From an optimization exercise on the open Yosys and OpenROAD flow, aimed at small area and a short achievable clock period; shortcuts taken in it are not production practice.
Only simulation tests tie the RTL to the original design; equivalence was not proved.
Power and IR drop assume default switching activity.

[design/flow/config.mk]
export PLATFORM = sky130hd
export DESIGN_NAME = flow_switch_top
export DESIGN_NICKNAME = flow_switch_top
export VERILOG_FILES = /design/flow/design.v
export SDC_FILE = /design/flow/constraint.sdc
export NUM_CORES = 4
export LEC_CHECK = 0
export CAP_MARGIN = 20
export CORE_MARGIN = 2
export CORE_UTILIZATION = 45
export CTS_BUF_LIST = sky130_fd_sc_hd__clkbuf_8
export CTS_CLUSTER_DIAMETER = 50
export CTS_CLUSTER_SIZE = 16
export PLACE_DENSITY = 0.6
export SETUP_SLACK_MARGIN = 2.25
export SLEW_MARGIN = 20
[design/flow/constraint.sdc]
create_clock -name core_clock -period 5.0 [get_ports {clk}]
set_input_delay 1.0000 -clock core_clock [delete_from_list [all_inputs] [get_ports {clk}]]
set_output_delay 1.0000 -clock core_clock [all_outputs]
set_load 0.01 [all_outputs]
[design/flow/design.v]
package flow_switch_pkg;
	typedef struct packed {
		logic [1:0] dest;
		logic [3:0] payload;
	} word_fields_t;
	typedef union packed {
		logic [6-1:0] raw;
		word_fields_t       fields;
	} word_u;
	typedef struct packed {
		logic full;
		logic empty;
		logic almost_full;
		logic almost_empty;
		logic error;
	} fifo_status_t;
	typedef struct packed {
		logic               psel;
		logic               penable;
		logic               pwrite;
		logic [4-1:0] paddr;
		logic [8-1:0] pwdata;
	} apb_req_t;
	typedef struct packed {
		logic [8-1:0] prdata;
		logic               pready;
		logic               pslverr;
	} apb_rsp_t;
	typedef struct packed {
		logic [5-1:0] af;
		logic [5-1:0] ae;
	} thresh_t;
endpackage
`timescale 1ns/1ps
module fifo16 (
	input  logic               clk,
	input  logic               reset_L,
	input  logic               i_wr,
	input  logic [6-1:0] i_wr_data,
	input  logic               i_rd,
	output logic [6-1:0] o_head,
	output logic               o_hv,
	output logic [1:0]         o_dest,
	output logic               o_overrun
);
	logic [6-1:0] head;
	logic [6-1:0] body [16-1];
	logic [6-1:0] body_head;
	logic               hv;
	logic [7:0]         bcnt;
	logic [15:0]        bsel;
	logic               overrun;
	logic               b_empty;
	logic               full;
	logic               wr_ok;
	logic               head_ld_body;
	logic               head_ld_in;
	logic [6-1:0] head_next;
	logic [1:0]         dest_n;
	always_comb begin
		bsel[0] = !bcnt[7] && !bcnt[0];
		bsel[8] =  bcnt[7] &&  bcnt[0];
		for (int k = 1; k < 8; k++) begin
			bsel[k]     =  bcnt[k-1] && !bcnt[k];
			bsel[k + 8] = !bcnt[k-1] &&  bcnt[k];
		end
	end
	assign b_empty = bsel[0];
	assign full    = hv && bsel[15];
	assign wr_ok = i_wr && (!full || i_rd);
	always_ff @(posedge clk) begin
		if (wr_ok && hv) begin
			body[0] <= i_wr_data;
			for (int k = 1; k < 16-1; k++)
				body[k] <= body[k-1];
		end
	end
	always_comb begin
		body_head = '0;
		for (int k = 1; k < 16; k++)
			body_head = body_head | ({6{bsel[k]}} & body[k-1]);
	end
	assign head_ld_body = i_rd && !b_empty;
	assign head_ld_in   = wr_ok && (!hv || i_rd);
	assign head_next    = head_ld_body ? body_head : head_ld_in ? i_wr_data : head;
	always_ff @(posedge clk) begin
		head   <= head_next;
		dest_n <= ~head_next[6-1 -: 2];
	end
	always_ff @(posedge clk) begin
		if (!reset_L) begin
			hv      <= 1'b0;
			bcnt    <= 8'd0;
			overrun <= 1'b0;
		end else begin
			hv <= wr_ok || (hv && !(i_rd && b_empty));
			if (wr_ok && hv && !i_rd)
				bcnt <= {bcnt[6:0], !bcnt[7]};
			else if (i_rd && !b_empty && !wr_ok)
				bcnt <= {!bcnt[0], bcnt[7:1]};
			if (i_wr)
				overrun <= !wr_ok;
		end
	end
	assign o_head    = head;
	assign o_hv      = hv;
	assign o_dest    = ~dest_n;
	assign o_overrun = overrun;
endmodule
`timescale 1ns/1ps
module vc_arbiter (
	input  logic                            clk,
	input  logic                            reset_L,
	input  logic                            i_enable,
	input  logic [4-1:0]              i_in_valid,
	input  logic [4-1:0][6-1:0] i_in_head,
	input  logic [4-1:0]              i_out_af,
	input  logic [4-1:0][1:0]         i_in_dest,
	output logic [4-1:0]              o_in_pop,
	output logic [4-1:0]              o_out_wr,
	output logic [3:0]                      o_out_data
);
	logic [4-1:0] eligible;
	logic [4-1:0] last_q;
	logic [4-1:0] grant;
	logic               grant_vld;
	logic [4-1:0] xfer_wr_d;
	logic [3:0]         xfer_pl_d;
	logic [4-1:0] xfer_wr_q;
	logic [3:0]         xfer_pl_q;
	always_comb begin
		for (int i = 0; i < 4; i++)
			eligible[i] = i_enable && i_in_valid[i] &&
				!i_out_af[i_in_dest[i]];
	end
	always_comb begin
		for (int i = 0; i < 4; i++) begin
			logic [1:0] p1, p2, p3;
			p1 = 2'(i + 1);
			p2 = 2'(i + 2);
			p3 = 2'(i + 3);
			grant[i] = eligible[i] && (
				last_q[p3] ||
				(last_q[p2] && !eligible[p3]) ||
				(last_q[p1] && !eligible[p2] && !eligible[p3]) ||
				(last_q[i]  && !eligible[p1] && !eligible[p2] && !eligible[p3]));
		end
	end
	assign grant_vld = |eligible;
	always_comb begin
		xfer_wr_d = '0;
		xfer_pl_d = '0;
		for (int i = 0; i < 4; i++) begin
			if (grant[i]) begin
				xfer_wr_d[i_in_dest[i]] = 1'b1;
				xfer_pl_d = xfer_pl_d | i_in_head[i][3:0];
			end
		end
	end
	assign o_in_pop = grant;
	always_ff @(posedge clk) begin
		if (!reset_L) begin
			last_q    <= 4'b1000;
			xfer_wr_q <= '0;
		end else begin
			xfer_wr_q <= xfer_wr_d;
			if (grant_vld)
				last_q <= grant;
		end
	end
	always_ff @(posedge clk)
		xfer_pl_q <= xfer_pl_d;
	assign o_out_wr   = xfer_wr_q;
	assign o_out_data = xfer_pl_q;
endmodule
`timescale 1ns/1ps
module flow_ctrl_regs (
	input  logic               clk,
	input  logic               reset_L,
	input  logic               i_psel,
	input  logic               i_penable,
	input  logic               i_pwrite,
	input  logic [3:0]         i_paddr,
	input  logic [7:0]         i_pwdata,
	output logic [7:0]         o_prdata,
	output logic               o_pready,
	output logic               o_pslverr,
	input  logic [4-1:0] i_in_empty,
	input  logic [4-1:0] i_in_error,
	input  logic [4-1:0] i_out_empty,
	input  logic [4-1:0] i_out_error,
	output logic               o_enable,
	output logic [3:0]         o_af,
	output logic               o_af_wr,
	output logic [3:0]         o_af_wdata
);
	logic       enable_q;
	logic [3:0] af_q;
	logic [3:0] ae_q;
	logic [7:0] err_q;
	logic [7:0] err_clr;
	logic [7:0] rd_mux;
	logic       wr_en;
	logic       thr_wr;
	logic [3:0] af_wr;
	assign wr_en = i_psel && i_penable && i_pwrite;
	assign thr_wr = wr_en && i_paddr == 4'h4;
	assign af_wr  = (i_pwdata[3:0] == 4'd0) ? 4'd1 : i_pwdata[3:0];
	assign err_clr = (wr_en && i_paddr == 4'hC) ? i_pwdata : '0;
	always_ff @(posedge clk) begin
		if (!reset_L) begin
			enable_q <= 1'b0;
			af_q     <= 4'd15;
			ae_q     <= 4'd1;
			err_q    <= '0;
		end else begin
			if (wr_en && i_paddr == 4'h0)
				enable_q <= i_pwdata[0];
			if (thr_wr) begin
				af_q <= af_wr;
				ae_q <= i_pwdata[7:4];
			end
			err_q <= (err_q & ~err_clr) | {i_out_error, i_in_error};
		end
	end
	always_comb begin
		case (i_paddr)
			4'h0:    rd_mux = {7'd0, enable_q};
			4'h4:    rd_mux = {ae_q, af_q};
			4'h8:    rd_mux = {i_in_empty, i_out_empty};
			4'hC:    rd_mux = err_q;
			default: rd_mux = '0;
		endcase
	end
	assign o_prdata  = (i_psel && !i_pwrite) ? rd_mux : '0;
	assign o_pready  = 1'b1;
	assign o_pslverr = i_psel && i_penable && (i_paddr[1:0] != 2'b00);
	assign o_enable = enable_q;
	assign o_af      = af_q;
	assign o_af_wr    = thr_wr;
	assign o_af_wdata = af_wr;
endmodule
`timescale 1ns/1ps
module flow_switch_top (
	input  logic                        clk,
	input  logic                        reset_L,
	input  logic                        i_psel,
	input  logic                        i_penable,
	input  logic                        i_pwrite,
	input  logic [4-1:0]          i_paddr,
	input  logic [8-1:0]          i_pwdata,
	output logic [8-1:0]          o_prdata,
	output logic                        o_pready,
	output logic                        o_pslverr,
	input  logic [4-1:0]          i_push,
	input  logic [4*6-1:0]  i_in_data,
	input  logic [4-1:0]          i_pop,
	output logic [4*6-1:0]  o_out_data,
	output logic [4-1:0]          o_out_empty
);
	logic [4-1:0]              in_empty;
	logic [4-1:0]              in_error;
	logic [4-1:0][6-1:0] in_head;
	logic [4-1:0][1:0]         in_dest;
	logic [4-1:0]              in_pop;
	logic [4-1:0]              out_empty;
	logic [4-1:0]              out_af;
	logic [4-1:0]              out_error;
	logic [4-1:0]              out_wr;
	logic [3:0]                      xfer_data;
	logic                            enable;
	logic [3:0]                      af;
	logic                            af_wr;
	logic [3:0]                      af_wdata;
	for (genvar g = 0; g < 4; g++) begin : g_ch
		logic [3:0] out_head;
		logic       in_hv;
		fifo16 u_in_fifo (
			.clk        (clk),
			.reset_L    (reset_L),
			.i_wr       (i_push[g]),
			.i_wr_data  (i_in_data[g*6 +: 6]),
			.i_rd       (in_pop[g]),
			.o_head     (in_head[g]),
			.o_hv       (in_hv),
			.o_dest     (in_dest[g]),
			.o_overrun  (in_error[g])
		);
		fifo16_out u_out_fifo (
			.clk        (clk),
			.reset_L    (reset_L),
			.i_wr       (out_wr[g]),
			.i_wr_data  (xfer_data),
			.i_rd       (i_pop[g]),
			.i_af       (af),
			.i_af_wr    (af_wr),
			.i_af_wdata (af_wdata),
			.o_head     (out_head),
			.o_empty    (out_empty[g]),
			.o_af       (out_af[g]),
			.o_underrun (out_error[g])
		);
		assign in_empty[g] = !in_hv;
		assign o_out_data[g*6 +: 6] = i_pop[g] ? {2'(g), out_head} : '0;
		assign o_out_empty[g] = out_empty[g];
	end
	vc_arbiter u_arbiter (
		.clk        (clk),
		.reset_L    (reset_L),
		.i_enable   (enable),
		.i_in_valid (~in_empty),
		.i_in_head  (in_head),
		.i_out_af   (out_af),
		.i_in_dest  (in_dest),
		.o_in_pop   (in_pop),
		.o_out_wr   (out_wr),
		.o_out_data (xfer_data)
	);
	flow_ctrl_regs u_regs (
		.clk         (clk),
		.reset_L     (reset_L),
		.i_psel      (i_psel),
		.i_penable   (i_penable),
		.i_pwrite    (i_pwrite),
		.i_paddr     (i_paddr),
		.i_pwdata    (i_pwdata),
		.o_prdata    (o_prdata),
		.o_pready    (o_pready),
		.o_pslverr   (o_pslverr),
		.i_in_empty  (in_empty),
		.i_in_error  (in_error),
		.i_out_empty (out_empty),
		.i_out_error (out_error),
		.o_enable    (enable),
		.o_af        (af),
		.o_af_wr     (af_wr),
		.o_af_wdata  (af_wdata)
	);
endmodule
module fifo16_out (
	input  logic       clk,
	input  logic       reset_L,
	input  logic       i_wr,
	input  logic [3:0] i_wr_data,
	input  logic       i_rd,
	input  logic [3:0] i_af,
	input  logic       i_af_wr,
	input  logic [3:0] i_af_wdata,
	output logic [3:0] o_head,
	output logic       o_empty,
	output logic       o_af,
	output logic       o_underrun
);
	logic [3:0] head;
	logic [3:0] body [16-1];
	logic [4:0] fill;
	logic [4:0] fill_next;
	logic [3:0] bidx;
	logic       empty;
	logic       af;
	logic       underrun;
	logic       b_empty;
	logic       rd_ok;
	logic       up;
	logic       dn;
	logic [3:0] af_next;
	assign b_empty = (fill[4:1] == 4'd0);
	assign rd_ok   = i_rd && !empty;
	assign up      = i_wr && !rd_ok;
	assign dn      = rd_ok && !i_wr;
	assign bidx    = 4'(fill - 5'd2);
	always_ff @(posedge clk) begin
		if (i_wr && !empty) begin
			body[0] <= i_wr_data;
			for (int k = 1; k < 16-1; k++)
				body[k] <= body[k-1];
		end
	end
	always_ff @(posedge clk) begin
		if (rd_ok && !b_empty)
			head <= body[bidx];
		else if (i_wr && (empty || rd_ok))
			head <= i_wr_data;
	end
	assign fill_next = up ? fill + 5'd1 : dn ? fill - 5'd1 : fill;
	assign af_next = i_af_wr ? i_af_wdata : i_af;
	always_ff @(posedge clk) begin
		if (!reset_L) begin
			fill     <= 5'd0;
			empty    <= 1'b1;
			af       <= 1'b0;
			underrun <= 1'b0;
		end else begin
			fill  <= fill_next;
			empty <= (fill_next == 5'd0);
			af    <= (fill_next >= {1'b0, af_next});
			if (i_rd)
				underrun <= empty;
		end
	end
	assign o_head     = head;
	assign o_empty    = empty;
	assign o_af       = af;
	assign o_underrun = underrun;
endmodule
[design/flow/flow/run.sh]
#!/bin/bash
# Standard synthesis (standard.sh synth, unchanged), then its combinational
# logic re-mapped by ABC (flow/remap.ys.in: the APB read-data cone first, for
# delay, then the rest; every register stays the instance and cell type the
# standard synthesis made), then the standard layout steps on that netlist,
# with sizing free to change a cell's footprint and the port buffers built
# from buf_2. Each tool's output goes to its own log here: synth.log,
# remap.log, finish.log.
set -euo pipefail
W=$(pwd)
R=$W/orfs/results/$FLOW_PLATFORM/flow_switch_top/base
LIB=$FLOW_HOME/platforms/sky130hd/lib/sky130_fd_sc_hd__tt_025C_1v80.lib
DELAY=${REMAP_DELAY_PS:-2000}
bash standard.sh synth > $W/synth.log 2>&1
cp $R/1_2_yosys.v $W/std_synth.v
sed -e "s|@LIB@|$LIB|g" -e "s|@IN@|$W/std_synth.v|g" -e "s|@OUT@|$W/remap.v|g" \
    -e "s|@DELAY@|$DELAY|g" -e "s|@CONSTR@|$W/flow/abc.constr|g" -e "s|@RDSCRIPT@|$W/flow/rdcone.abc|g" flow/remap.ys.in > $W/remap.ys
yosys -s $W/remap.ys > $W/remap.log 2>&1
cp $W/remap.v $R/1_2_yosys.v
rm -f $R/1_synth.odb $R/1_synth.sdc
bash standard.sh MATCH_CELL_FOOTPRINT=0 'BUFFER_PORTS_ARGS=-buffer_cell sky130_fd_sc_hd__buf_2' finish > $W/finish.log 2>&1
[design/flow/flow/abc.constr]
set_driving_cell sky130_fd_sc_hd__buf_1
set_load 5
[design/flow/flow/rdcone.abc]
strash
dch
map -D 100
buffer
upsize -D 100
[design/flow/flow/remap.ys.in]
# Re-map the combinational logic of the standard synthesis, delay first.
# Registers stay the instances the standard synthesis made.
read_liberty -ignore_miss_func @LIB@
read_verilog @IN@
hierarchy -top flow_switch_top
setattr -mod -set keep_hierarchy 1 sky130_fd_sc_hd__dfbbn_1 sky130_fd_sc_hd__dfbbn_2 sky130_fd_sc_hd__dfbbp_1 sky130_fd_sc_hd__dfrbp_1 sky130_fd_sc_hd__dfrbp_2 sky130_fd_sc_hd__dfrtn_1 sky130_fd_sc_hd__dfrtp_1 sky130_fd_sc_hd__dfrtp_2 sky130_fd_sc_hd__dfrtp_4 sky130_fd_sc_hd__dfsbp_1 sky130_fd_sc_hd__dfsbp_2 sky130_fd_sc_hd__dfstp_1 sky130_fd_sc_hd__dfstp_2 sky130_fd_sc_hd__dfstp_4 sky130_fd_sc_hd__dfxbp_1 sky130_fd_sc_hd__dfxbp_2 sky130_fd_sc_hd__dfxtp_1 sky130_fd_sc_hd__dfxtp_2 sky130_fd_sc_hd__dfxtp_4 sky130_fd_sc_hd__dlclkp_1 sky130_fd_sc_hd__dlclkp_2 sky130_fd_sc_hd__dlclkp_4 sky130_fd_sc_hd__dlrbn_1 sky130_fd_sc_hd__dlrbn_2 sky130_fd_sc_hd__dlrbp_1 sky130_fd_sc_hd__dlrbp_2 sky130_fd_sc_hd__dlrtn_1 sky130_fd_sc_hd__dlrtn_2 sky130_fd_sc_hd__dlrtn_4 sky130_fd_sc_hd__dlrtp_1 sky130_fd_sc_hd__dlrtp_2 sky130_fd_sc_hd__dlrtp_4 sky130_fd_sc_hd__dlxbn_1 sky130_fd_sc_hd__dlxbn_2 sky130_fd_sc_hd__dlxbp_1 sky130_fd_sc_hd__dlxtn_1 sky130_fd_sc_hd__dlxtn_2 sky130_fd_sc_hd__dlxtn_4 sky130_fd_sc_hd__dlxtp_1 sky130_fd_sc_hd__edfxbp_1 sky130_fd_sc_hd__edfxtp_1 sky130_fd_sc_hd__lpflow_inputisolatch_1 sky130_fd_sc_hd__sdfbbn_1 sky130_fd_sc_hd__sdfbbn_2 sky130_fd_sc_hd__sdfbbp_1 sky130_fd_sc_hd__sdfrbp_1 sky130_fd_sc_hd__sdfrbp_2 sky130_fd_sc_hd__sdfrtn_1 sky130_fd_sc_hd__sdfrtp_1 sky130_fd_sc_hd__sdfrtp_2 sky130_fd_sc_hd__sdfrtp_4 sky130_fd_sc_hd__sdfsbp_1 sky130_fd_sc_hd__sdfsbp_2 sky130_fd_sc_hd__sdfstp_1 sky130_fd_sc_hd__sdfstp_2 sky130_fd_sc_hd__sdfstp_4 sky130_fd_sc_hd__sdfxbp_1 sky130_fd_sc_hd__sdfxbp_2 sky130_fd_sc_hd__sdfxtp_1 sky130_fd_sc_hd__sdfxtp_2 sky130_fd_sc_hd__sdfxtp_4 sky130_fd_sc_hd__sdlclkp_1 sky130_fd_sc_hd__sdlclkp_2 sky130_fd_sc_hd__sdlclkp_4 sky130_fd_sc_hd__sedfxbp_1 sky130_fd_sc_hd__sedfxbp_2 sky130_fd_sc_hd__sedfxtp_1 sky130_fd_sc_hd__sedfxtp_2 sky130_fd_sc_hd__sedfxtp_4
setattr -set keep 1 t:sky130_fd_sc_hd__df* t:sky130_fd_sc_hd__edf* t:sky130_fd_sc_hd__sdf* t:sky130_fd_sc_hd__dl*
flatten
opt_clean
# The APB read-data cone first, for delay alone: ABC cannot see that its
# inputs arrive late and its outputs are due early
select -set rdcone o:o_prdata o:o_pslverr %u %ci*:-sky130_fd_sc_hd__dfxtp_1[Q,D]:-sky130_fd_sc_hd__edfxtp_1[Q,D,DE]
abc -constr @CONSTR@ -script @RDSCRIPT@ -liberty @LIB@ -dont_use sky130_fd_sc_hd__probe_p_8 -dont_use sky130_fd_sc_hd__probec_p_8 -dont_use sky130_fd_sc_hd__lpflow_bleeder_1 -dont_use sky130_fd_sc_hd__lpflow_clkbufkapwr_1 -dont_use sky130_fd_sc_hd__lpflow_clkbufkapwr_16 -dont_use sky130_fd_sc_hd__lpflow_clkbufkapwr_2 -dont_use sky130_fd_sc_hd__lpflow_clkbufkapwr_4 -dont_use sky130_fd_sc_hd__lpflow_clkbufkapwr_8 -dont_use sky130_fd_sc_hd__lpflow_clkinvkapwr_1 -dont_use sky130_fd_sc_hd__lpflow_clkinvkapwr_16 -dont_use sky130_fd_sc_hd__lpflow_clkinvkapwr_2 -dont_use sky130_fd_sc_hd__lpflow_clkinvkapwr_4 -dont_use sky130_fd_sc_hd__lpflow_clkinvkapwr_8 -dont_use sky130_fd_sc_hd__lpflow_decapkapwr_12 -dont_use sky130_fd_sc_hd__lpflow_decapkapwr_3 -dont_use sky130_fd_sc_hd__lpflow_decapkapwr_4 -dont_use sky130_fd_sc_hd__lpflow_decapkapwr_6 -dont_use sky130_fd_sc_hd__lpflow_decapkapwr_8 -dont_use sky130_fd_sc_hd__lpflow_inputiso0n_1 -dont_use sky130_fd_sc_hd__lpflow_inputiso0p_1 -dont_use sky130_fd_sc_hd__lpflow_inputiso1n_1 -dont_use sky130_fd_sc_hd__lpflow_inputiso1p_1 -dont_use sky130_fd_sc_hd__lpflow_inputisolatch_1 -dont_use sky130_fd_sc_hd__lpflow_isobufsrc_1 -dont_use sky130_fd_sc_hd__lpflow_isobufsrc_16 -dont_use sky130_fd_sc_hd__lpflow_isobufsrc_2 -dont_use sky130_fd_sc_hd__lpflow_isobufsrc_4 -dont_use sky130_fd_sc_hd__lpflow_isobufsrc_8 -dont_use sky130_fd_sc_hd__lpflow_isobufsrckapwr_16 -dont_use sky130_fd_sc_hd__lpflow_lsbuf_lh_hl_isowell_tap_1 -dont_use sky130_fd_sc_hd__lpflow_lsbuf_lh_hl_isowell_tap_2 -dont_use sky130_fd_sc_hd__lpflow_lsbuf_lh_hl_isowell_tap_4 -dont_use sky130_fd_sc_hd__lpflow_lsbuf_lh_isowell_4 -dont_use sky130_fd_sc_hd__lpflow_lsbuf_lh_isowell_tap_1 -dont_use sky130_fd_sc_hd__lpflow_lsbuf_lh_isowell_tap_2 -dont_use sky130_fd_sc_hd__lpflow_lsbuf_lh_isowell_tap_4 -dont_use sky130_fd_sc_hd__fill_1 -dont_use sky130_fd_sc_hd__fill_2 -dont_use sky130_fd_sc_hd__fill_4 -dont_use sky130_fd_sc_hd__fill_8  @rdcone
select -clear
abc -D @DELAY@ -liberty @LIB@ -dont_use sky130_fd_sc_hd__probe_p_8 -dont_use sky130_fd_sc_hd__probec_p_8 -dont_use sky130_fd_sc_hd__lpflow_bleeder_1 -dont_use sky130_fd_sc_hd__lpflow_clkbufkapwr_1 -dont_use sky130_fd_sc_hd__lpflow_clkbufkapwr_16 -dont_use sky130_fd_sc_hd__lpflow_clkbufkapwr_2 -dont_use sky130_fd_sc_hd__lpflow_clkbufkapwr_4 -dont_use sky130_fd_sc_hd__lpflow_clkbufkapwr_8 -dont_use sky130_fd_sc_hd__lpflow_clkinvkapwr_1 -dont_use sky130_fd_sc_hd__lpflow_clkinvkapwr_16 -dont_use sky130_fd_sc_hd__lpflow_clkinvkapwr_2 -dont_use sky130_fd_sc_hd__lpflow_clkinvkapwr_4 -dont_use sky130_fd_sc_hd__lpflow_clkinvkapwr_8 -dont_use sky130_fd_sc_hd__lpflow_decapkapwr_12 -dont_use sky130_fd_sc_hd__lpflow_decapkapwr_3 -dont_use sky130_fd_sc_hd__lpflow_decapkapwr_4 -dont_use sky130_fd_sc_hd__lpflow_decapkapwr_6 -dont_use sky130_fd_sc_hd__lpflow_decapkapwr_8 -dont_use sky130_fd_sc_hd__lpflow_inputiso0n_1 -dont_use sky130_fd_sc_hd__lpflow_inputiso0p_1 -dont_use sky130_fd_sc_hd__lpflow_inputiso1n_1 -dont_use sky130_fd_sc_hd__lpflow_inputiso1p_1 -dont_use sky130_fd_sc_hd__lpflow_inputisolatch_1 -dont_use sky130_fd_sc_hd__lpflow_isobufsrc_1 -dont_use sky130_fd_sc_hd__lpflow_isobufsrc_16 -dont_use sky130_fd_sc_hd__lpflow_isobufsrc_2 -dont_use sky130_fd_sc_hd__lpflow_isobufsrc_4 -dont_use sky130_fd_sc_hd__lpflow_isobufsrc_8 -dont_use sky130_fd_sc_hd__lpflow_isobufsrckapwr_16 -dont_use sky130_fd_sc_hd__lpflow_lsbuf_lh_hl_isowell_tap_1 -dont_use sky130_fd_sc_hd__lpflow_lsbuf_lh_hl_isowell_tap_2 -dont_use sky130_fd_sc_hd__lpflow_lsbuf_lh_hl_isowell_tap_4 -dont_use sky130_fd_sc_hd__lpflow_lsbuf_lh_isowell_4 -dont_use sky130_fd_sc_hd__lpflow_lsbuf_lh_isowell_tap_1 -dont_use sky130_fd_sc_hd__lpflow_lsbuf_lh_isowell_tap_2 -dont_use sky130_fd_sc_hd__lpflow_lsbuf_lh_isowell_tap_4 -dont_use sky130_fd_sc_hd__fill_1 -dont_use sky130_fd_sc_hd__fill_2 -dont_use sky130_fd_sc_hd__fill_4 -dont_use sky130_fd_sc_hd__fill_8 
opt_clean -purge
splitnets
opt_clean -purge
hilomap -singleton -hicell sky130_fd_sc_hd__conb_1 HI -locell sky130_fd_sc_hd__conb_1 LO
insbuf -buf sky130_fd_sc_hd__buf_4 A X
rename -hide w:* i:* o:* %u %d
select flow_switch_top
stat -liberty @LIB@
write_verilog -noattr -nohex -nodec -selected @OUT@
[design/flow/standard.sh]
#!/bin/bash
# synth_recipe.tcl (not shown) runs the flow's synth.tcl, then flattens the netlist and writes it again
# the make line also repeats each setting of config.mk as NAME=value (left out here)
make -C /OpenROAD-flow-scripts/flow DESIGN_CONFIG=/design/flow/config.mk WORK_HOME=/design/flow/orfs CLKGATE_MAP_FILE= SYNTH_SCRIPT=/design/flow/synth_recipe.tcl "${@:-finish}"
==> results.toml, run 1 <==
[status]
status = "finished clean"

[power_and_ir_drop]
intPower_mw = 9.87
power-per-cell-area_nw_per_um2 = 418
p_clk_share_pct = 30.8
switching_share_pct = 29.3
pwr-share-seq_pct = 53.1
ir_drop_uv = 249
leakagePower_nw = 11.0
power.switching_mw = 4.08
combPwrFrac_pct = 16.1

[finish]
fin_util_pct = 51.7
final_nets = 2266
drive_gt1_share_pct = 15.8
area_growth_pct = 13.7

[timing]
relSlewSlack_pct = 30.1
rsz0062_at_grt = "yes"
finClkSkew_ps = 48.0
fin_crit_sh_pct = 56.9
hold_viol_final = 0
period_minus_slack_ps = 2840
setup_viol = 0
max_freq_mhz = 352
worst_pin_slew_ps = 1050
slew_viol_final = 0
fin_ws_ps = 2160
setup_tns_ps = 0

[floorplanning]
start_util_pct = 45.5
die_h_um = 259
ios = 87
die_area_um2 = 67200
core_area_um2 = 64500
die_x_um = 259
rows = 93

[clock_tree]
cts_buffer_depth = 3
insertion_delay_ps = 710
cts.sinks = 749
path_clk_slew_ps = 100
tritoncts = "built"
cts_buffers = 75
cts_root_buf = "clkbuf_8"
cts.htree.levels = 3

[worst_setup_path]
ff2ff_path_depth = 9
worst_setup_path_end_kind = "flip-flop"
worstSetupPathType = "flip-flop to flip-flop"
arrival_ps = 3420
crit_required_ps = 5580
ff2ff_setup_slack_ps = 2160
cp_max_fo = 7
worstSetupStartpointType = "flip-flop"

[detailed_routing]
vias_per_cell = 5.99
drc = 0
drt_first_pass_iters = 6
drt_iter0_drc = 2075
wirelength_um = 69900
antenna_left = 0
avgRoutedWirePerCell_um = 22.3
vias = 18800

[synth]
netlist_instances = 2019
synthesis.area_um2 = 29300
synth.avg_cell_area_um2 = 14.5
synth_warnings = 6

[placed_design]
dp_hpwl_um = 44100
gp_congestion = 0.871
portBuffers = 81
pre_cts_ws_ps = 1670

[global_routing]
antenna_found_initial = 3
grt_pass1_wl_um = 107000
grt_max_degree = 91
gr-total-overflow = 0
grt_usage_pct = 20.4
grt_pass1_vias = 18400

[hold_path]
hold_class = "flip-flop to flip-flop"
min_path_cells = 0

[job]
drv_cap = 0
==> flip-flops by register name, indices dropped and copies added, names as in the netlist, 8 cells and up <==
| register | cells |
|---|---|
| g_ch.u_in_fifo.bcnt | 32 |
| g_ch.u_in_fifo.body | 360 |
| g_ch.u_in_fifo.dest_n | 8 |
| g_ch.u_in_fifo.head | 24 |
| g_ch.u_out_fifo.body | 240 |
| g_ch.u_out_fifo.fill | 20 |
| g_ch.u_out_fifo.head | 16 |
| u_regs.err_q | 8 |
==> power by group through the flow <==
stage / sequential, mW / clock (mW) / combinational [mW]
floorplan: 7.38 / 0 / 1.55
global placement: 7.53 / 0 / 2.15
detailed placement: 7.54 / 0 / 2.16
CTS: 7.40 / 4.38 / 2.18
global route: 7.46 / 4.62 / 2.48
finish: 7.41 / 4.29 / 2.25
==> worst max-delay path, stage by stage (launching register included) <==
cell	delay [ps]
dfxtp_4	360
nor2b_4	130
a22o_4	250
or4_4	580
a311o_1	430
and2_4	220
buf_6	140
or3_4	430
o21ai_1	130
a21oi_1	50
==> path summary, 6_finish.rpt <==
kind	startpoint	endpoint
min reg2reg	g_ch[1].u_in_fifo.body[6][4]	g_ch[1].u_in_fifo.body[7][4]
max reg2reg	g_ch[3].u_in_fifo.dest_n[0]	g_ch[2].u_in_fifo.bcnt[4]
max	g_ch[3].u_in_fifo.dest_n[0]	g_ch[2].u_in_fifo.bcnt[4]
min	g_ch[1].u_in_fifo.body[6][4]	g_ch[1].u_in_fifo.body[7][4]
==> layout by cell type, fill, tap and decap left out, types with 8 or more instances in the layout <==
master	instances
a211oi_1	14
a21oi_1	107
a21oi_2	11
a221oi_1	34
a222oi_1	52
a22o_1	33
a22oi_1	85
a31oi_1	22
a32oi_1	8
and2_0	40
buf_2	78
buf_4	45
bufinv_16	8
clkbuf_8	77
clkinv_1	39
clkinv_2	8
dfxtp_1	103
dfxtp_2	11
edfxtp_1	632
inv_1	14
inv_6	9
mux2_1	9
mux2i_1	32
nand2_1	147
nand2b_1	14
nand3_1	39
nand4_1	18
nor2_1	113
nor2b_1	52
nor3_1	22
o211ai_1	16
o21ai_0	88
o22ai_1	22
or2_0	10
xnor2_1	17
xor2_1	17
==> what timing repair did <==
item / in CTS / in global routing
hold buffers: 0 / 0
pin swaps: 8 / 18
resized for setup: 44 / 67
setup buffers: 4 / 24
endpoints found under the setup margin: 437 / 308
gates cloned: 2 / 1
==> routing by layer <==
metal	vias to the layer above	global-route usage (%)	share of wire, %	wire length [um]
met1	9458	28.8	44	30800
met5	-	0	0.019	13
met3	128	3.62	6.4	4450
met2	672	32.3	47	33100
met4	2	6.27	2.1	1490
li1	8524	-	-	-
==> area by class of cell <==
| class | count | area [um2] |
|---|---|---|
| clock buffer | 77 | 1060 |
| multi-input combinational | 1219 | 8240 |
| clock inverter | 61 | 632 |
| tap | 855 | 1070 |
| inverter | 42 | 163 |
| timing repair buffer | 130 | 827 |
| fill | 5488 | 31100 |
| antenna | 3 | 7.51 |
| sequential | 749 | 21300 |
==> stage by stage <==
step / instances / hold WS, ps / area (um2) / power [mW]
after CTS: 3108 / 420 / 32900 / 14.0
after detailed placement: 2964 / 425 / 31000 / 9.69
after global routing: 3135 / 444 / 33300 / 14.6
final: 3136 / 437 / 33300 / 14.0
after floorplan: 2022 / 408 / 29500 / 8.93
after global placement: 2964 / 426 / 31000 / 9.68
==> run 2: changes to the inputs <==
--- a/design/flow/config.mk
+++ b/design/flow/config.mk
@@ -12,5 +12,5 @@
 export CTS_CLUSTER_DIAMETER = 50
 export CTS_CLUSTER_SIZE = 16
 export PLACE_DENSITY = 0.6
-export SETUP_SLACK_MARGIN = 2.25
+export SETUP_SLACK_MARGIN = 2.15
 export SLEW_MARGIN = 20
==> run 2 against run 1 <==
  * Die area unchanged
  * Still clean
  * Critical endpoint is now o_prdata[0]
  * Largest cell class unchanged
  * Largest power group unchanged
  * Hold slack got worse by 9.3 ps
  * Sequential power about the same
  * Critical path depth decreased by 4
  * Area after synthesis unchanged
  * Global-route usage about the same
  * Via count increased by 0.18%
==> results.toml, run 2 <==
[status]
status = "finished clean"

[placed_design]
pre_cts_ws_ps = 1730
gp_congestion = 0.877
dp_hpwl_um = 44400
portBuffers = 81

[floorplanning]
die_x_um = 259
die_h_um = 259
start_util_pct = 45.5
die_area_um2 = 67200
rows = 93
core_area_um2 = 64500
ios = 87

[synth]
synth_warnings = 6
netlist_instances = 2019
synthesis.area_um2 = 29300
synth.avg_cell_area_um2 = 14.5

[finish]
largest_reg_flops = 360
area_growth_pct = 12.4
reg_top3 = "g_ch.u_in_fifo.body: 360 flops, g_ch.u_out_fifo.body: 240 flops, g_ch.u_in_fifo.bcnt: 32 flops"
final_common_cell = "edfxtp_1"
drive_gt1_share_pct = 13.9
final_nets = 2246
final_cell_mix = "edfxtp_1 (632), nand2_1 (148), nor2_1 (114), a21oi_1 (114), dfxtp_1 (107)"
largest_register = "g_ch.u_in_fifo.body"

[detailed_routing]
vias_per_cell = 6.04
avgRoutedWirePerCell_um = 22.4
drt_first_pass_iters = 9
drt_iter0_drc = 2254
drc = 0
wirelength_um = 69900
vias = 18800
antenna_left = 0

[power_and_ir_drop]
ir_drop_uv = 250
power-per-cell-area_nw_per_um2 = 423
leakagePower_nw = 10.8

[worst_setup_path]
crit_path_start = "i_paddr[1]"
critPathBufInv = 2
worstSetupStartpointType = "input pin"
worst-path-stages = 5
max_stage_delay_ps = 200
cp_max_fo = 8
path_cells = "buf_2 > nor2_4 > nand3b_4 > a21oi_1 > buf_2"
critPathTopFamily = "simple AND/OR/NAND/NOR gates"
worstSetupPathType = "input pin to output pin"
ff2ff_setup_slack_ps = 2210
cpMaxStageDelayCell = "nor2_4"
r2r-start = "g_ch[3].u_in_fifo.dest_n[0]"
ff2ff_path_depth = 8
worst_setup_path_end_kind = "output pin"
crit_required_ps = 4000
timing.rr.end = "g_ch[0].u_in_fifo.head[5]"
arrival_ps = 1790
crit_end = "o_prdata[0]"
cpMostUsedCell = "buf_2"

[clock_tree]
cts.sinks = 749
insertion_delay_ps = 700
cts_buffers = 78
cts_buffer_depth = 3
cts_root_buf = "clkbuf_8"
path_clk_slew_ps = 90
tritoncts = "built"
hold_buffers = 0
cts.htree.levels = 3

[timing]
hold_viol_final = 0
worst_pin_slew_ps = 1190
period_minus_slack_ps = 2790
slew_viol_final = 0
setup_viol = 0
max_freq_mhz = 359
rsz0062_at_grt = "yes"
finClkSkew_ps = 42.8
fin_hold_ws_ps = 428
setup_tns_ps = 0
fin_ws_ps = 2210
fin_crit_sh_pct = 55.8
relSlewSlack_pct = 20.6

[hold_path]
min_path_cells = 1
hold_class = "flip-flop to flip-flop"

[global_routing]
grt_pass1_vias = 18300
antenna_found_initial = 5
gr-total-overflow = 0
grt_max_degree = 91
grt_usage_pct = 20.4
grt_pass1_wl_um = 107000

[job]
drv_cap = 0
## run 2: power breakdown
group	total (mW)	internal, mW	switching (mW)
Sequential	7.41	7.03	0.380
Clock	4.34	1.90	2.43
Combinational	2.20	0.832	1.37
Total	13.9	9.76	4.18
## run 2: worst min path at each step
stage                                              from                            end  slack [ps]
after floorplan               g_ch[3].u_in_fifo.head[0]         u_arbiter.xfer_pl_q[0]         410
after global placement     g_ch[2].u_in_fifo.body[6][5]   g_ch[2].u_in_fifo.body[7][5]         430
after detailed placement  g_ch[2].u_out_fifo.body[1][3]  g_ch[2].u_out_fifo.body[2][3]         430
after CTS                     g_ch[1].u_in_fifo.head[4]    g_ch[1].u_in_fifo.dest_n[0]         430
after global routing                      i_in_data[20]   g_ch[3].u_in_fifo.body[0][2]         450
final                         g_ch[1].u_in_fifo.head[4]    g_ch[1].u_in_fifo.dest_n[0]         430
## run 2: through the flow
stage	instance area (um2)	total power [mW]	utilization (%)	std cells
2_1_floorplan	29500	8.93	-	2022
3_3_place_gp	31000	9.67	48.1	2963
4_1_cts	32800	14.0	50.9	3108
3_5_place_dp	31000	9.69	48.1	2963
6_report	32900	13.9	51.1	3116
5_1_grt	32900	14.5	51.1	3116
## run 2: per-layer routing
layer | routed length, um | share of wire (%) | track usage [%] | up-vias
met2 | 32200 | 46 | 31.7 | 783
met4 | 2210 | 3.2 | 7.36 | 4
met1 | 30500 | 44 | 29.0 | 9378
met3 | 5010 | 7.2 | 3.53 | 157
li1 | - | - | - | 8496
met5 | 29 | 0.041 | 0 | -
## run 2: layout make-up
cell class / count / area, um2
fillers: 5486 / 31500
inverters: 42 / 160
diodes: 2 / 5.00
flip-flops and latches: 749 / 21300
repair buffers: 109 / 644
clock buffers: 81 / 1110
clock inverters: 61 / 594
multi-input cells: 1217 / 8020
well taps: 855 / 1070
## run 2: what timing repair did
item                       CTS  global route
gates resized for setup     22            32
cloned                       1             0
hold endpoints to repair     0             0
pin swaps                    3             3
setup endpoints to repair  368           331
buffers inserted             2             6
==> run 3: changes to the inputs <==
--- a/design/flow/config.mk
+++ b/design/flow/config.mk
@@ -12,5 +12,5 @@
 export CTS_CLUSTER_DIAMETER = 50
 export CTS_CLUSTER_SIZE = 16
 export PLACE_DENSITY = 0.6
-export SETUP_SLACK_MARGIN = 2.15
+export SETUP_SLACK_MARGIN = 2.2
 export SLEW_MARGIN = 20
==> run 3 against run 2 <==
  * Via count fell by 0.63%
  * Power barely moved
  * Cell area rose by 0.44%
  * Sequential share of layout area fell by 0.27 points
  * Fmax rose by 1.8%
  * Clock power barely moved
  * Clock skew fell by 9.5 ps
  * Flip-flop and latch count did not move
  * Worst setup slack improved by 48 ps
  * Core utilization rose by 0.22 points
  * Critical path type unchanged
  * Largest power group unchanged
  * Highest routed layer unchanged
==> results.toml, run 3 <==
[hold_path]
hold_class = "flip-flop to flip-flop"

[finish]
reg_top3 = "g_ch.u_in_fifo.body: 360 flops, g_ch.u_out_fifo.body: 240 flops, g_ch.u_in_fifo.bcnt: 32 flops"
multi_input_area_um2 = 8160
final_cell_mix = "edfxtp_1 (632), nand2_1 (143), nor2_1 (113)"
postLayoutCellArea_um2 = 33100
ff_latch_area_um2 = 21300
drive_gt1_share_pct = 14.6
final_common_cell = "edfxtp_1"
largest_reg_flops = 360
stdcell_count = 3107
fillers = 5441
largest_register = "g_ch.u_in_fifo.body"
final_nets = 2240
area_growth_pct = 12.9

[clock_tree]
tritoncts = "built"
cts_buffer_depth = 3
cts_buffers = 74
cts_root_buf = "clkbuf_8"
hold_buffers = 0
cts.htree.levels = 3
insertion_delay_ps = 690
path_clk_slew_ps = 110
cts.sinks = 749

[worst_setup_path]
crit_end = "o_prdata[7]"
worstSetupPathType = "input pin to output pin"
timing.rr.end = "g_ch[3].u_in_fifo.body[11][3]"
cp_max_fo = 8
worst_setup_path_end_kind = "output pin"
ff2ff_path_depth = 7
crit_required_ps = 4000
worstSetupStartpointType = "input pin"
r2r-start = "g_ch[1].u_out_fifo.af"
crit_path_start = "i_paddr[1]"
arrival_ps = 1740
ff2ff_setup_slack_ps = 2310

[detailed_routing]
antenna_left = 0
vias_per_cell = 6.02
drt_first_pass_iters = 6
drt_iter0_drc = 2194
drc = 0
vias = 18700
wirelength_um = 69500
avgRoutedWirePerCell_um = 22.4

[timing]
finClkSkew_ps = 33.3
relSlewSlack_pct = 26.3
setup_viol = 0
setup_tns_ps = 0
hold_viol_final = 0
rsz0062_at_grt = "yes"
slew_viol_final = 0
max_freq_mhz = 365
period_minus_slack_ps = 2740
fin_crit_sh_pct = 54.8
worst_pin_slew_ps = 1100

[floorplanning]
die_h_um = 259
start_util_pct = 45.5
core_area_um2 = 64500
rows = 93
die_x_um = 259
ios = 87
die_area_um2 = 67200

[placed_design]
place_area_um2 = 31000
place_inst = 2960
dp_hpwl_um = 44500
gp_congestion = 0.862
portBuffers = 81

[synth]
netlist_instances = 2019
synth_warnings = 6
synth.avg_cell_area_um2 = 14.5
synthesis.area_um2 = 29300

[power_and_ir_drop]
total_power_mw = 14.0
ir_drop_uv = 393
power-per-cell-area_nw_per_um2 = 422
leakagePower_nw = 10.9

[job]
drv_cap = 0

[global_routing]
grt_usage_pct = 20.4
grt_pass1_vias = 18100
grt_pass1_wl_um = 107000
grt_max_degree = 91
antenna_found_initial = 5
gr-total-overflow = 0

[status]
status = "finished clean"
run 3: per-layer routing:
layer / part of all wire [%] / vias up / track usage (%)
li1: - / 8475 / -
met4: 2.3 / 4 / 5.80
met5: 0.040 / - / 0
met2: 47 / 760 / 32.2
met1: 44 / 9334 / 28.8
met3: 6.9 / 126 / 3.90
run 3: where the power goes:
part,total (mW),switching (mW),internal [mW]
logic,2.22,1.38,0.848
clock network,4.32,2.35,1.96
registers,7.42,0.388,7.03
total,14.0,4.12,9.84
run 3: metrics by stage:
step           worst slack [ps]  utilization (%)  hold WS (ps)
6_report                   2260             51.3           434
5_1_grt                    2150             51.3           451
4_1_cts                    2210             50.9           436
3_5_place_dp               1780             48.1           426
3_3_place_gp               1820             48.1           425
2_1_floorplan              1810                -           408
run 3: area by class of cell:
class	instances	share of cell area [%]
Antenna cell	1	0.00756
Clock buffer	80	3.33
Clock inverter	56	1.83
Inverter	42	0.484
Multi-Input combinational cell	1217	24.7
Sequential cell	749	64.5
Tap cell	855	3.23
Timing Repair Buffer	107	1.98
run 3: how the worst min path moves through the flow:
stage                     slack (ps)                             end                           from  cells after the start
final                            430    g_ch[0].u_in_fifo.body[3][2]   g_ch[0].u_in_fifo.body[2][2]                      0
after CTS                        440    g_ch[0].u_in_fifo.body[3][2]   g_ch[0].u_in_fifo.body[2][2]                      0
after global placement           420  g_ch[1].u_out_fifo.body[10][3]  g_ch[1].u_out_fifo.body[9][3]                      0
after floorplan                  410          u_arbiter.xfer_pl_q[0]      g_ch[3].u_in_fifo.head[0]                      2
after global routing             450    g_ch[0].u_in_fifo.body[3][2]   g_ch[0].u_in_fifo.body[2][2]                      0
after detailed placement         430  g_ch[1].u_out_fifo.body[10][3]  g_ch[1].u_out_fifo.body[9][3]                      0
run 3: critical path, stage by stage:
cell      delay, ps
buf_2           110
nor2_4          160
nand3b_4        160
a21oi_1         150
buf_2           150
run 3: timing repair:
action / in CTS / in global routing
gates resized for setup: 32 / 56
pin swaps: 3 / 7
gates cloned: 1 / 0
setup endpoints to repair: 393 / 132
setup buffers: 2 / 7
==> run 4: changes to the inputs <==
--- a/design/flow/flow/run.sh
+++ b/design/flow/flow/run.sh
@@ -14,7 +14,7 @@
 bash standard.sh synth > $W/synth.log 2>&1
 cp $R/1_2_yosys.v $W/std_synth.v
 sed -e "s|@LIB@|$LIB|g" -e "s|@IN@|$W/std_synth.v|g" -e "s|@OUT@|$W/remap.v|g" \
-    -e "s|@DELAY@|$DELAY|g" -e "s|@CONSTR@|$W/flow/abc.constr|g" -e "s|@RDSCRIPT@|$W/flow/rdcone.abc|g" flow/remap.ys.in > $W/remap.ys
+    -e "s|@DELAY@|$DELAY|g" -e "s|@CONSTR@|$W/flow/abc.constr|g" -e "s|@RDSCRIPT@|$W/flow/rdcone.abc|g" -e "s|@ARBSCRIPT@|$W/flow/arbcone.abc|g" flow/remap.ys.in > $W/remap.ys
 yosys -s $W/remap.ys > $W/remap.log 2>&1
 cp $W/remap.v $R/1_2_yosys.v
 rm -f $R/1_synth.odb $R/1_synth.sdc
==> design/flow/flow/arbcone.abc (new file) <==
strash
&get -n
&dch -f
&nf -D 100
&put
--- a/design/flow/flow/remap.ys.in
+++ b/design/flow/flow/remap.ys.in
@@ -12,6 +12,13 @@
 select -set rdcone o:o_prdata o:o_pslverr %u %ci*:-sky130_fd_sc_hd__dfxtp_1[Q,D]:-sky130_fd_sc_hd__edfxtp_1[Q,D,DE]
 abc -constr @CONSTR@ -script @RDSCRIPT@ -liberty @LIB@ -dont_use sky130_fd_sc_hd__probe_p_8 -dont_use sky130_fd_sc_hd__probec_p_8 -dont_use sky130_fd_sc_hd__lpflow_bleeder_1 -dont_use sky130_fd_sc_hd__lpflow_clkbufkapwr_1 -dont_use sky130_fd_sc_hd__lpflow_clkbufkapwr_16 -dont_use sky130_fd_sc_hd__lpflow_clkbufkapwr_2 -dont_use sky130_fd_sc_hd__lpflow_clkbufkapwr_4 -dont_use sky130_fd_sc_hd__lpflow_clkbufkapwr_8 -dont_use sky130_fd_sc_hd__lpflow_clkinvkapwr_1 -dont_use sky130_fd_sc_hd__lpflow_clkinvkapwr_16 -dont_use sky130_fd_sc_hd__lpflow_clkinvkapwr_2 -dont_use sky130_fd_sc_hd__lpflow_clkinvkapwr_4 -dont_use sky130_fd_sc_hd__lpflow_clkinvkapwr_8 -dont_use sky130_fd_sc_hd__lpflow_decapkapwr_12 -dont_use sky130_fd_sc_hd__lpflow_decapkapwr_3 -dont_use sky130_fd_sc_hd__lpflow_decapkapwr_4 -dont_use sky130_fd_sc_hd__lpflow_decapkapwr_6 -dont_use sky130_fd_sc_hd__lpflow_decapkapwr_8 -dont_use sky130_fd_sc_hd__lpflow_inputiso0n_1 -dont_use sky130_fd_sc_hd__lpflow_inputiso0p_1 -dont_use sky130_fd_sc_hd__lpflow_inputiso1n_1 -dont_use sky130_fd_sc_hd__lpflow_inputiso1p_1 -dont_use sky130_fd_sc_hd__lpflow_inputisolatch_1 -dont_use sky130_fd_sc_hd__lpflow_isobufsrc_1 -dont_use sky130_fd_sc_hd__lpflow_isobufsrc_16 -dont_use sky130_fd_sc_hd__lpflow_isobufsrc_2 -dont_use sky130_fd_sc_hd__lpflow_isobufsrc_4 -dont_use sky130_fd_sc_hd__lpflow_isobufsrc_8 -dont_use sky130_fd_sc_hd__lpflow_isobufsrckapwr_16 -dont_use sky130_fd_sc_hd__lpflow_lsbuf_lh_hl_isowell_tap_1 -dont_use sky130_fd_sc_hd__lpflow_lsbuf_lh_hl_isowell_tap_2 -dont_use sky130_fd_sc_hd__lpflow_lsbuf_lh_hl_isowell_tap_4 -dont_use sky130_fd_sc_hd__lpflow_lsbuf_lh_isowell_4 -dont_use sky130_fd_sc_hd__lpflow_lsbuf_lh_isowell_tap_1 -dont_use sky130_fd_sc_hd__lpflow_lsbuf_lh_isowell_tap_2 -dont_use sky130_fd_sc_hd__lpflow_lsbuf_lh_isowell_tap_4 -dont_use sky130_fd_sc_hd__fill_1 -dont_use sky130_fd_sc_hd__fill_2 -dont_use sky130_fd_sc_hd__fill_4 -dont_use sky130_fd_sc_hd__fill_8  @rdcone
 select -clear
+# Then the arbiter loop: the input FIFOs' and the arbiter's registers and
+# the logic feeding them, again for delay
+select -set ff t:sky130_fd_sc_hd__dfxtp_1 t:sky130_fd_sc_hd__edfxtp_1 %u
+select -set tgt @ff flow_switch_top/*u_in_fifo* %i @ff flow_switch_top/*u_arbiter* %i %u
+select -set arbcone @tgt %ci1:+[D,DE] %ci*:-sky130_fd_sc_hd__dfxtp_1[Q,D]:-sky130_fd_sc_hd__edfxtp_1[Q,D,DE] @ff %d
+abc -constr @CONSTR@ -script @ARBSCRIPT@ -liberty @LIB@ -dont_use sky130_fd_sc_hd__probe_p_8 -dont_use sky130_fd_sc_hd__probec_p_8 -dont_use sky130_fd_sc_hd__lpflow_bleeder_1 -dont_use sky130_fd_sc_hd__lpflow_clkbufkapwr_1 -dont_use sky130_fd_sc_hd__lpflow_clkbufkapwr_16 -dont_use sky130_fd_sc_hd__lpflow_clkbufkapwr_2 -dont_use sky130_fd_sc_hd__lpflow_clkbufkapwr_4 -dont_use sky130_fd_sc_hd__lpflow_clkbufkapwr_8 -dont_use sky130_fd_sc_hd__lpflow_clkinvkapwr_1 -dont_use sky130_fd_sc_hd__lpflow_clkinvkapwr_16 -dont_use sky130_fd_sc_hd__lpflow_clkinvkapwr_2 -dont_use sky130_fd_sc_hd__lpflow_clkinvkapwr_4 -dont_use sky130_fd_sc_hd__lpflow_clkinvkapwr_8 -dont_use sky130_fd_sc_hd__lpflow_decapkapwr_12 -dont_use sky130_fd_sc_hd__lpflow_decapkapwr_3 -dont_use sky130_fd_sc_hd__lpflow_decapkapwr_4 -dont_use sky130_fd_sc_hd__lpflow_decapkapwr_6 -dont_use sky130_fd_sc_hd__lpflow_decapkapwr_8 -dont_use sky130_fd_sc_hd__lpflow_inputiso0n_1 -dont_use sky130_fd_sc_hd__lpflow_inputiso0p_1 -dont_use sky130_fd_sc_hd__lpflow_inputiso1n_1 -dont_use sky130_fd_sc_hd__lpflow_inputiso1p_1 -dont_use sky130_fd_sc_hd__lpflow_inputisolatch_1 -dont_use sky130_fd_sc_hd__lpflow_isobufsrc_1 -dont_use sky130_fd_sc_hd__lpflow_isobufsrc_16 -dont_use sky130_fd_sc_hd__lpflow_isobufsrc_2 -dont_use sky130_fd_sc_hd__lpflow_isobufsrc_4 -dont_use sky130_fd_sc_hd__lpflow_isobufsrc_8 -dont_use sky130_fd_sc_hd__lpflow_isobufsrckapwr_16 -dont_use sky130_fd_sc_hd__lpflow_lsbuf_lh_hl_isowell_tap_1 -dont_use sky130_fd_sc_hd__lpflow_lsbuf_lh_hl_isowell_tap_2 -dont_use sky130_fd_sc_hd__lpflow_lsbuf_lh_hl_isowell_tap_4 -dont_use sky130_fd_sc_hd__lpflow_lsbuf_lh_isowell_4 -dont_use sky130_fd_sc_hd__lpflow_lsbuf_lh_isowell_tap_1 -dont_use sky130_fd_sc_hd__lpflow_lsbuf_lh_isowell_tap_2 -dont_use sky130_fd_sc_hd__lpflow_lsbuf_lh_isowell_tap_4 -dont_use sky130_fd_sc_hd__fill_1 -dont_use sky130_fd_sc_hd__fill_2 -dont_use sky130_fd_sc_hd__fill_4 -dont_use sky130_fd_sc_hd__fill_8  @arbcone
+select -clear
 abc -D @DELAY@ -liberty @LIB@ -dont_use sky130_fd_sc_hd__probe_p_8 -dont_use sky130_fd_sc_hd__probec_p_8 -dont_use sky130_fd_sc_hd__lpflow_bleeder_1 -dont_use sky130_fd_sc_hd__lpflow_clkbufkapwr_1 -dont_use sky130_fd_sc_hd__lpflow_clkbufkapwr_16 -dont_use sky130_fd_sc_hd__lpflow_clkbufkapwr_2 -dont_use sky130_fd_sc_hd__lpflow_clkbufkapwr_4 -dont_use sky130_fd_sc_hd__lpflow_clkbufkapwr_8 -dont_use sky130_fd_sc_hd__lpflow_clkinvkapwr_1 -dont_use sky130_fd_sc_hd__lpflow_clkinvkapwr_16 -dont_use sky130_fd_sc_hd__lpflow_clkinvkapwr_2 -dont_use sky130_fd_sc_hd__lpflow_clkinvkapwr_4 -dont_use sky130_fd_sc_hd__lpflow_clkinvkapwr_8 -dont_use sky130_fd_sc_hd__lpflow_decapkapwr_12 -dont_use sky130_fd_sc_hd__lpflow_decapkapwr_3 -dont_use sky130_fd_sc_hd__lpflow_decapkapwr_4 -dont_use sky130_fd_sc_hd__lpflow_decapkapwr_6 -dont_use sky130_fd_sc_hd__lpflow_decapkapwr_8 -dont_use sky130_fd_sc_hd__lpflow_inputiso0n_1 -dont_use sky130_fd_sc_hd__lpflow_inputiso0p_1 -dont_use sky130_fd_sc_hd__lpflow_inputiso1n_1 -dont_use sky130_fd_sc_hd__lpflow_inputiso1p_1 -dont_use sky130_fd_sc_hd__lpflow_inputisolatch_1 -dont_use sky130_fd_sc_hd__lpflow_isobufsrc_1 -dont_use sky130_fd_sc_hd__lpflow_isobufsrc_16 -dont_use sky130_fd_sc_hd__lpflow_isobufsrc_2 -dont_use sky130_fd_sc_hd__lpflow_isobufsrc_4 -dont_use sky130_fd_sc_hd__lpflow_isobufsrc_8 -dont_use sky130_fd_sc_hd__lpflow_isobufsrckapwr_16 -dont_use sky130_fd_sc_hd__lpflow_lsbuf_lh_hl_isowell_tap_1 -dont_use sky130_fd_sc_hd__lpflow_lsbuf_lh_hl_isowell_tap_2 -dont_use sky130_fd_sc_hd__lpflow_lsbuf_lh_hl_isowell_tap_4 -dont_use sky130_fd_sc_hd__lpflow_lsbuf_lh_isowell_4 -dont_use sky130_fd_sc_hd__lpflow_lsbuf_lh_isowell_tap_1 -dont_use sky130_fd_sc_hd__lpflow_lsbuf_lh_isowell_tap_2 -dont_use sky130_fd_sc_hd__lpflow_lsbuf_lh_isowell_tap_4 -dont_use sky130_fd_sc_hd__fill_1 -dont_use sky130_fd_sc_hd__fill_2 -dont_use sky130_fd_sc_hd__fill_4 -dont_use sky130_fd_sc_hd__fill_8 
 opt_clean -purge
 splitnets
==> run 4 against run 3 <==
  * Synthesized cell count grew 2.6%
  * Hold slack gained 4.4 ps
  * Combinational power shrank 3%
  * Fmax shrank 4.7%
  * Cell count grew 3.4%
  * Register-to-register slack lost 60 ps
  * Clock power grew 9.0%
  * First-iteration DRC count shrank 0.27%
  * Sequential share of layout area shrank 2.0 points
  * Sequential power is essentially flat
  * Wire length grew 6.6%
  * Critical path type unchanged
  * Critical endpoint is now o_prdata[5]
==> results.toml, run 4 <==
[status]
status = "finished clean"

[worst_setup_path]
worstSetupStartpointType = "input pin"
critPathTopFamily = "simple AND/OR/NAND/NOR gates"
cpMostUsedCell = "buf_6"
cpMaxStageDelayCell = "a21oi_4"
max_stage_delay_ps = 300
worst_setup_path_end_kind = "output pin"
critPathBufInv = 2
ff2ff_path_depth = 6
arrival_ps = 1880
path_cells = "buf_6 > nor2_4 > nand3b_4 > a21oi_4 > buf_6"
r2r-start = "u_arbiter.last_q[2]"
crit_required_ps = 4000
timing.rr.end = "g_ch[1].u_in_fifo.head[1]"
worstSetupPathType = "input pin to output pin"
cp_max_fo = 8
ff2ff_setup_slack_ps = 2250

[power_and_ir_drop]
leakagePower_nw = 11.1
power-per-cell-area_nw_per_um2 = 419
ir_drop_uv = 245

[floorplanning]
start_util_pct = 45.4
die_h_um = 261
ios = 87
rows = 94
die_area_um2 = 68300
core_area_um2 = 65600
die_x_um = 261

[finish]
largest_reg_flops = 360
reg_top3 = "g_ch.u_in_fifo.body: 360 flops, g_ch.u_out_fifo.body: 240 flops, g_ch.u_in_fifo.bcnt: 32 flops"
final_nets = 2324
final_cell_mix = "edfxtp_1 (632), nand2_1 (125), dfxtp_1 (106)"
drive_gt1_share_pct = 15.5
postLayoutCellArea_um2 = 34100
largest_register = "g_ch.u_in_fifo.body"
area_growth_pct = 14.6
final_common_cell = "edfxtp_1"
fillers = 5511
fin_util_pct = 52.0

[global_routing]
grt_usage_pct = 21.5
antenna_found_initial = 6
grt_pass1_wl_um = 113000
grt_max_degree = 91
grt_pass1_vias = 18900
gr-total-overflow = 0

[timing]
finClkSkew_ps = 33.7
slew_viol_final = 0
max_freq_mhz = 348
relSlewSlack_pct = 25.6
worst_pin_slew_ps = 1110
period_minus_slack_ps = 2880
hold_viol_final = 0
setup_viol = 0
setup_tns_ps = 0
rsz0062_at_grt = "yes"
fin_crit_sh_pct = 57.5

[clock_tree]
cts_root_buf = "clkbuf_8"
path_clk_slew_ps = 100
cts.sinks = 749
cts_buffers = 82
insertion_delay_ps = 720
tritoncts = "built"
cts_buffer_depth = 3
cts.htree.levels = 3

[synth]
synth.avg_cell_area_um2 = 14.4
synth_warnings = 6
netlist_instances = 2071
synthesis.area_um2 = 29800

[detailed_routing]
drc = 0
antenna_left = 0
drt_iter0_drc = 2188
drt_first_pass_iters = 9
avgRoutedWirePerCell_um = 23.1
vias_per_cell = 6.09
wirelength_um = 74100
vias = 19600

[hold_path]
hold_path_end = "g_ch[1].u_out_fifo.body[6][3]"
hold_class = "flip-flop to flip-flop"
min_path_cells = 0
hp-start = "g_ch[1].u_out_fifo.body[5][3]"

[placed_design]
portBuffers = 81
dp_hpwl_um = 46300
place_area_um2 = 31500
gp_congestion = 0.907

[job]
drv_cap = 0
==> run 4: cell count changes in the layout (fill, tap and decap cells not counted), moves of 18 or more <==
cell | previous run | this run
o21ai_0 | 87 | 66
clkinv_1 | 35 | 53
a222oi_1 | 52 | 34
nand2_1 | 143 | 125
a21oi_1 | 110 | 87
nand2b_1 | 14 | 35
==> run 4: per-stage QoR <==
stage	hold WS (ps)	cells	power, mW	setup WS [ps]
after floorplan	408	2074	8.88	1400
after global placement	424	3021	9.59	1610
after detailed placement	433	3022	9.60	1570
after CTS	431	3195	14.3	2050
after global routing	437	3210	14.9	2090
final	439	3212	14.3	2120
==> run 4: area by class of cell <==
| class | count | area (um2) | share of cell area (%) |
|---|---|---|---|
| sequential | 749 | 21300 | 62.5 |
| multi-input combinational | 1255 | 8590 | 25.2 |
| clock buffer | 86 | 1180 | 3.47 |
| tap | 864 | 1080 | 3.17 |
| timing repair buffer | 129 | 970 | 2.84 |
| clock inverter | 67 | 737 | 2.16 |
| inverter | 58 | 225 | 0.660 |
| antenna | 4 | 10.0 | 0.0293 |
==> run 4: how the worst max path moves through the flow <==
stage	from	to	slack (ps)	cells after the start
2_1_floorplan	g_ch[1].u_in_fifo.dest_n[0]	g_ch[1].u_in_fifo.body[0][0]	1400	4
3_3_place_gp	i_paddr[3]	o_prdata[5]	1610	6
3_5_place_dp	i_paddr[3]	o_prdata[5]	1570	6
4_1_cts	g_ch[1].u_in_fifo.hv	o_prdata[5]	2050	4
5_1_grt	i_paddr[0]	o_prdata[5]	2090	5
6_report	i_paddr[0]	o_prdata[5]	2120	5
==> run 4: layer usage <==
metal | wire length (um) | track usage (%) | vias up
met2 | 34500 | 33.7 | 801
met1 | 32100 | 30.3 | 9754
met3 | 5480 | 4.15 | 146
li1 | - | - | 8845
met4 | 2020 | 6.93 | 4
met5 | 27 | 0 | -
==> run 4: worst register-to-register path, cell delays in order, from the launching register on <==
cell	delay [ps]
dfxtp_1	430
and4b_1	220
a221o_1	450
a31o_2	320
or3_4	460
and3_2	310
a22o_1	310
==> run 4: repair_timing <==
item,CTS,global route
hold buffers,0,0
gates cloned,7,0
pin swaps,15,18
resized for setup,65,50
buffers inserted,13,13
endpoints found under the setup margin,410,319
==> run 4: where the power goes <==
group | switching [mW] | leakage (nW) | internal [mW]
registers | 0.417 | 6.71 | 7.01
clock network | 2.54 | 0.974 | 2.18
logic | 1.32 | 3.44 | 0.828

==> afterwards: timing with drivers on the ports <==
The flow's constraints put no driver on any port. The routed layouts listed below were extracted and timed again, unchanged, in two steps. Step 1: set_driving_cell puts a clkbuf_16 on clk and a buf_2 on each other input, an assumption about the parent block. Step 2, shift: input delay + t, output delay - t, t = (earliest + latest rising clock arrival at the registers) / 2. This alone moves slack from input paths to output paths. Three values: ideal ports, drivers, drivers and shift; two values: the first two.
| run | t, ns | slack for setup (ns) | slew at the worst register clock pin (ns) | worst data-port slew with drivers (ns) | cell pins on the clock port's net |
|---|---|---|---|---|---|
| run 1 | 0.748 | 2.156 / 2.156 / 1.670 | 0.10 / 0.10 | 0.09 | 1 |
| run 2 | 0.744 | 2.212 / 2.185 / 1.714 | 0.11 / 0.11 | 0.10 | 1 |
| run 3 | 0.736 | 2.260 / 2.187 / 1.654 | 0.11 / 0.11 | 0.12 | 1 |
| run 4 | 0.768 | 2.124 / 2.051 / 1.738 | 0.10 / 0.10 | 0.10 | 1 |
After both steps setup and hold are still met in every run listed. The setup slack of run 3, which loses most, moves by -0.073 ns with the drivers and by -0.606 ns with both steps.
